Source: an optimization exercise on an open RTL-to-GDS flow (aim: small area). Production flows keep margins and buffers that such runs may drop.
Only simulation tests tie the RTL to the original design; equivalence was not proved.
The flow treats the clock pin as an ideal source, which a real chip does not have.

==> inputs of v30 <==
// imu_pose_gesture_recognizer_top
module imu_pose_gesture_recognizer_top (
    input  logic                             clk,
    input  logic                             rst_n,
    input  logic                             in_valid,
    output logic                             in_ready,
    input  logic signed [15:0]               accel_x,
    input  logic signed [15:0]               accel_y,
    input  logic signed [15:0]               accel_z,
    input  logic signed [15:0]               gyro_x,
    input  logic signed [15:0]               gyro_y,
    input  logic signed [15:0]               gyro_z,
    input  logic [31:0]                      now_ms,
    output logic                             out_valid,
    input  logic                             out_ready,
    output logic [1:0]                       gesture_code,
    output logic [1:0]                       phase_after,
    input  logic                             psel,
    input  logic                             penable,
    input  logic                             pwrite,
    input  logic [4:0]                       paddr,
    input  logic [31:0]                      pwdata,
    output logic [31:0]                      prdata,
    output logic                             pready
);
    logic [1:0]  smp_pose;
    logic [16:0] smp_motion_n;
  ...
==> flow/config.mk <==
export PLATFORM = sky130hd
export DESIGN_NAME = imu_pose_gesture_recognizer_top
export DESIGN_NICKNAME = imu_pose_gesture_recognizer_top
export VERILOG_FILES = /design/flow/design.v
export SDC_FILE = /design/flow/constraint.sdc
export NUM_CORES = 4
export LEC_CHECK = 0
export CAP_MARGIN = 20
export CORE_MARGIN = 2
export CORE_UTILIZATION = 65
export SLEW_MARGIN = 20
==> flow/constraint.sdc <==
create_clock -name core_clock -period 10.0 [get_ports {clk}]
set_input_delay 2.0000 -clock core_clock [delete_from_list [all_inputs] [get_ports {clk}]]
set_output_delay 2.0000 -clock core_clock [all_outputs]
set_load 0.01 [all_outputs]
standard.sh (not shown) runs the stock make flow with config.mk's settings and CLKGATE_MAP_FILE= SYNTH_SCRIPT=/design/flow/synth_recipe.tcl, a recipe that flattens the netlist after the stock synthesis.
==> flow/flow/run.sh <==
#!/bin/bash
# Layout: the standard flow (standard.sh), with changes that only shrink
# overhead cells:
#  - the port buffers are the smallest buffer;
#  - the clock tree is a balanced two-level tree of a few large clock
#    buffers built by flow/clock_tree.tcl before CTS (CTS skips its nets and
#    adds no buffers);
#  - the constant outputs share one tie cell per value instead of one each;
#  - after synthesis, the resizer may not use the large buffers buf_4 and up
#    (the platform's own don't-use list is kept), so repairs use buf_1/buf_2.
# Synthesis runs first on its own, unchanged, with the standard settings.
# Floorplan, power grid, tap cells, placement and routing are the standard
# ones. Each ORFS step logs to orfs/logs/; make's own output goes to
# make_synth.log and make_finish.log.
set -euo pipefail
cd "$(dirname "$0")/.."
export FLOW_CLK_LEAVES=7
bash standard.sh synth > make_synth.log 2>&1
PLATFORM_DONT_USE="sky130_fd_sc_hd__probe_p_8 sky130_fd_sc_hd__probec_p_8 \
sky130_fd_sc_hd__lpflow_bleeder_1 sky130_fd_sc_hd__lpflow_clkbufkapwr_1 \
sky130_fd_sc_hd__lpflow_clkbufkapwr_16 sky130_fd_sc_hd__lpflow_clkbufkapwr_2 \
sky130_fd_sc_hd__lpflow_clkbufkapwr_4 sky130_fd_sc_hd__lpflow_clkbufkapwr_8 \
sky130_fd_sc_hd__lpflow_clkinvkapwr_1 sky130_fd_sc_hd__lpflow_clkinvkapwr_16 \
sky130_fd_sc_hd__lpflow_clkinvkapwr_2 sky130_fd_sc_hd__lpflow_clkinvkapwr_4 \
sky130_fd_sc_hd__lpflow_clkinvkapwr_8 sky130_fd_sc_hd__lpflow_decapkapwr_12 \
sky130_fd_sc_hd__lpflow_decapkapwr_3 sky130_fd_sc_hd__lpflow_decapkapwr_4 \
sky130_fd_sc_hd__lpflow_decapkapwr_6 sky130_fd_sc_hd__lpflow_decapkapwr_8 \
sky130_fd_sc_hd__lpflow_inputiso0n_1 sky130_fd_sc_hd__lpflow_inputiso0p_1 \
sky130_fd_sc_hd__lpflow_inputiso1n_1 sky130_fd_sc_hd__lpflow_inputiso1p_1 \
sky130_fd_sc_hd__lpflow_inputisolatch_1 sky130_fd_sc_hd__lpflow_isobufsrc_1 \
sky130_fd_sc_hd__lpflow_isobufsrc_16 sky130_fd_sc_hd__lpflow_isobufsrc_2 \
sky130_fd_sc_hd__lpflow_isobufsrc_4 sky130_fd_sc_hd__lpflow_isobufsrc_8 \
sky130_fd_sc_hd__lpflow_isobufsrckapwr_16 sky130_fd_sc_hd__lpflow_lsbuf_lh_hl_isowell_tap_1 \
sky130_fd_sc_hd__lpflow_lsbuf_lh_hl_isowell_tap_2 sky130_fd_sc_hd__lpflow_lsbuf_lh_hl_isowell_tap_4 \
sky130_fd_sc_hd__lpflow_lsbuf_lh_isowell_4 sky130_fd_sc_hd__lpflow_lsbuf_lh_isowell_tap_1 \
sky130_fd_sc_hd__lpflow_lsbuf_lh_isowell_tap_2 sky130_fd_sc_hd__lpflow_lsbuf_lh_isowell_tap_4"
BIG_BUFFERS="sky130_fd_sc_hd__buf_4 sky130_fd_sc_hd__buf_6 sky130_fd_sc_hd__buf_8 \
sky130_fd_sc_hd__buf_12 sky130_fd_sc_hd__buf_16"
bash standard.sh \
    "BUFFER_PORTS_ARGS=-buffer_cell sky130_fd_sc_hd__buf_1" \
    "PRE_CTS_TCL=$PWD/flow/clock_tree.tcl" \
    "CTS_ARGS=-sink_clustering_enable -repair_clock_nets -dont_use_dummy_load" \
    "SKIP_REPAIR_TIE_FANOUT=1" \
    "DONT_USE_CELLS=$PLATFORM_DONT_USE $BIG_BUFFERS" \
    finish > make_finish.log 2>&1
==> flow/flow/clock_tree.tcl <==
# Sourced by ORFS's CTS step (PRE_CTS_TCL) before clock_tree_synthesis.
# A two-level clock tree made by hand: the clock port drives one root
# buffer, which drives FLOW_CLK_LEAVES leaf buffers; each leaf drives the
# clock pins of one group of registers. The groups are equal-sized: the
# registers are cut into vertical strips by x, each strip into groups by y,
# and each leaf buffer starts at its group's centre (detailed placement
# then legalises it). Every register sits two buffers from the clock port.
# CTS is then told to skip these nets, so it adds nothing of its own.
proc my_clock_tree {K leaf_master root_master} {
  set block [ord::get_db_block]
  set db [ord::get_db]
  set clk_net [$block findNet clk]
  set pts {}
  foreach it [$clk_net getITerms] {
    set loc [[$it getInst] getLocation]
    lappend pts [list [lindex $loc 0] [lindex $loc 1] $it]
  }
  set pts [lsort -integer -index 0 $pts]
  set n [llength $pts]
  set kx [expr {int(sqrt($K))}]
  while {$K % $kx != 0} { incr kx -1 }
  set ky [expr {$K / $kx}]
  set groups {}
  set per_x [expr {int(ceil(double($n) / $kx))}]
  for {set i 0} {$i < $kx} {incr i} {
    set col [lrange $pts [expr {$i*$per_x}] [expr {($i+1)*$per_x - 1}]]
    set col [lsort -integer -index 1 $col]
    set m [llength $col]
    set per_y [expr {int(ceil(double($m) / $ky))}]
    for {set j 0} {$j < $ky} {incr j} {
      set g [lrange $col [expr {$j*$per_y}] [expr {($j+1)*$per_y - 1}]]
      if {[llength $g] > 0} { lappend groups $g }
    }
  }
  set leaf [$db findMaster $leaf_master]
  set rootm [$db findMaster $root_master]
  set root [odb::dbInst_create $block $rootm clkroot_buf]
  set root_out [odb::dbNet_create $block clkroot_net]
  $root_out setSigType CLOCK
  set skip [list clkroot_net]
  set gi 0
  set sx 0
  set sy 0
  foreach g $groups {
    set b [odb::dbInst_create $block $leaf clkleaf_buf_$gi]
    set net [odb::dbNet_create $block clkleaf_net_$gi]
    $net setSigType CLOCK
    lappend skip clkleaf_net_$gi
    set cx 0
    set cy 0
    foreach p $g {
      set it [lindex $p 2]
      $it disconnect
      $it connect $net
      incr cx [lindex $p 0]
      incr cy [lindex $p 1]
    }
    set cx [expr {$cx / [llength $g]}]
    set cy [expr {$cy / [llength $g]}]
    incr sx $cx
    incr sy $cy
    $b setLocation $cx $cy
    $b setPlacementStatus PLACED
    [$b findITerm A] connect $root_out
    [$b findITerm X] connect $net
    puts "clock leaf $gi: [llength $g] registers"
    incr gi
  }
  $root setLocation [expr {$sx / $gi}] [expr {$sy / $gi}]
  $root setPlacementStatus PLACED
  [$root findITerm A] connect $clk_net
  [$root findITerm X] connect $root_out
  set_cts_config -skip_nets $skip
}

my_clock_tree $::env(FLOW_CLK_LEAVES) sky130_fd_sc_hd__clkbuf_16 sky130_fd_sc_hd__clkbuf_4
==> v36 (differences from v30) <==
==> flow/flow/run.sh (replaced) <==
#!/bin/bash
# Layout: the standard flow (standard.sh), with changes that only shrink
# overhead cells: the port buffers are the smallest buffer, and CTS builds
# the clock tree from small clock buffers and adds no dummy loads.
# Synthesis, floorplan, power grid, tap cells, placement and routing are the
# standard ones.
set -euo pipefail
cd "$(dirname "$0")/.."
bash standard.sh \
    "BUFFER_PORTS_ARGS=-buffer_cell sky130_fd_sc_hd__buf_1" \
    "CTS_ARGS=-sink_clustering_enable -repair_clock_nets -dont_use_dummy_load -buf_list {sky130_fd_sc_hd__clkbuf_8} -root_buf sky130_fd_sc_hd__clkbuf_8" \
    finish > make_finish.log 2>&1
--- a/flow/config.mk
+++ b/flow/config.mk
@@ -7,5 +7,5 @@
 export LEC_CHECK = 0
 export CAP_MARGIN = 20
 export CORE_MARGIN = 2
-export CORE_UTILIZATION = 65
+export CORE_UTILIZATION = 72
 export SLEW_MARGIN = 20
removed: flow/flow/clock_tree.tcl
==> v19 (differences from v30) <==
==> flow/flow/run.sh (replaced) <==
#!/bin/bash
# Layout: the standard flow (standard.sh), with changes that only shrink
# overhead cells: the port buffers are the smallest buffer, and the clock
# tree is a balanced two-level tree of a few large clock buffers built by
# flow/clock_tree.tcl before CTS (CTS skips its nets and adds no buffers).
# Synthesis, floorplan, power grid, tap cells, placement and routing are the
# standard ones. Each ORFS step logs to orfs/logs/; make's own output goes
# to make_finish.log.
set -euo pipefail
cd "$(dirname "$0")/.."
export FLOW_CLK_LEAVES=7
bash standard.sh \
    "BUFFER_PORTS_ARGS=-buffer_cell sky130_fd_sc_hd__buf_1" \
    "PRE_CTS_TCL=$PWD/flow/clock_tree.tcl" \
    "CTS_ARGS=-sink_clustering_enable -repair_clock_nets -dont_use_dummy_load" \
    finish > make_finish.log 2>&1
==> comparison <==
Wire length: v19 is smaller than v36 (5.0%).
Cell area, highest first: v36, v19, v30.
Global-route usage: v30 is lower than v36 (5.2 points).
Of v36 and v19, v19 has the higher register-to-register slack (gap 300 ps).
In v19 the cell count is higher than in v30, by 0.75%.

-- port drivers added, routing unchanged --
Ports are ideal in the flow. The routed layouts listed here were re-timed in OpenROAD.
Step 1: set_driving_cell puts a clkbuf_16 on clk and a buf_2 on each other input, an assumption about the parent block.
Step 2 times the ports against the registers' clock, not the clock port: input delays grow and output delays shrink by t, the midpoint of the rising clock arrivals with the driver on.
a / b / c = no drivers / after step 1 / after step 2; a / b = the first two.
| run | t (ns) | setup WS [ns] | worst slew at a driven data input, ns |
|---|---|---|---|
| v30 | 0.560 | 1.054 / 1.054 / 0.554 | 0.07 |
| v36 | 0.502 | 1.057 / 1.070 / 0.567 | 0.06 |
| v19 | 0.558 | 1.120 / 1.129 / 0.571 | 0.06 |
After both steps every run listed still meets setup and hold. The setup slack of v19, which loses most, moves by +0.009 ns with the drivers and by -0.549 ns with both steps.
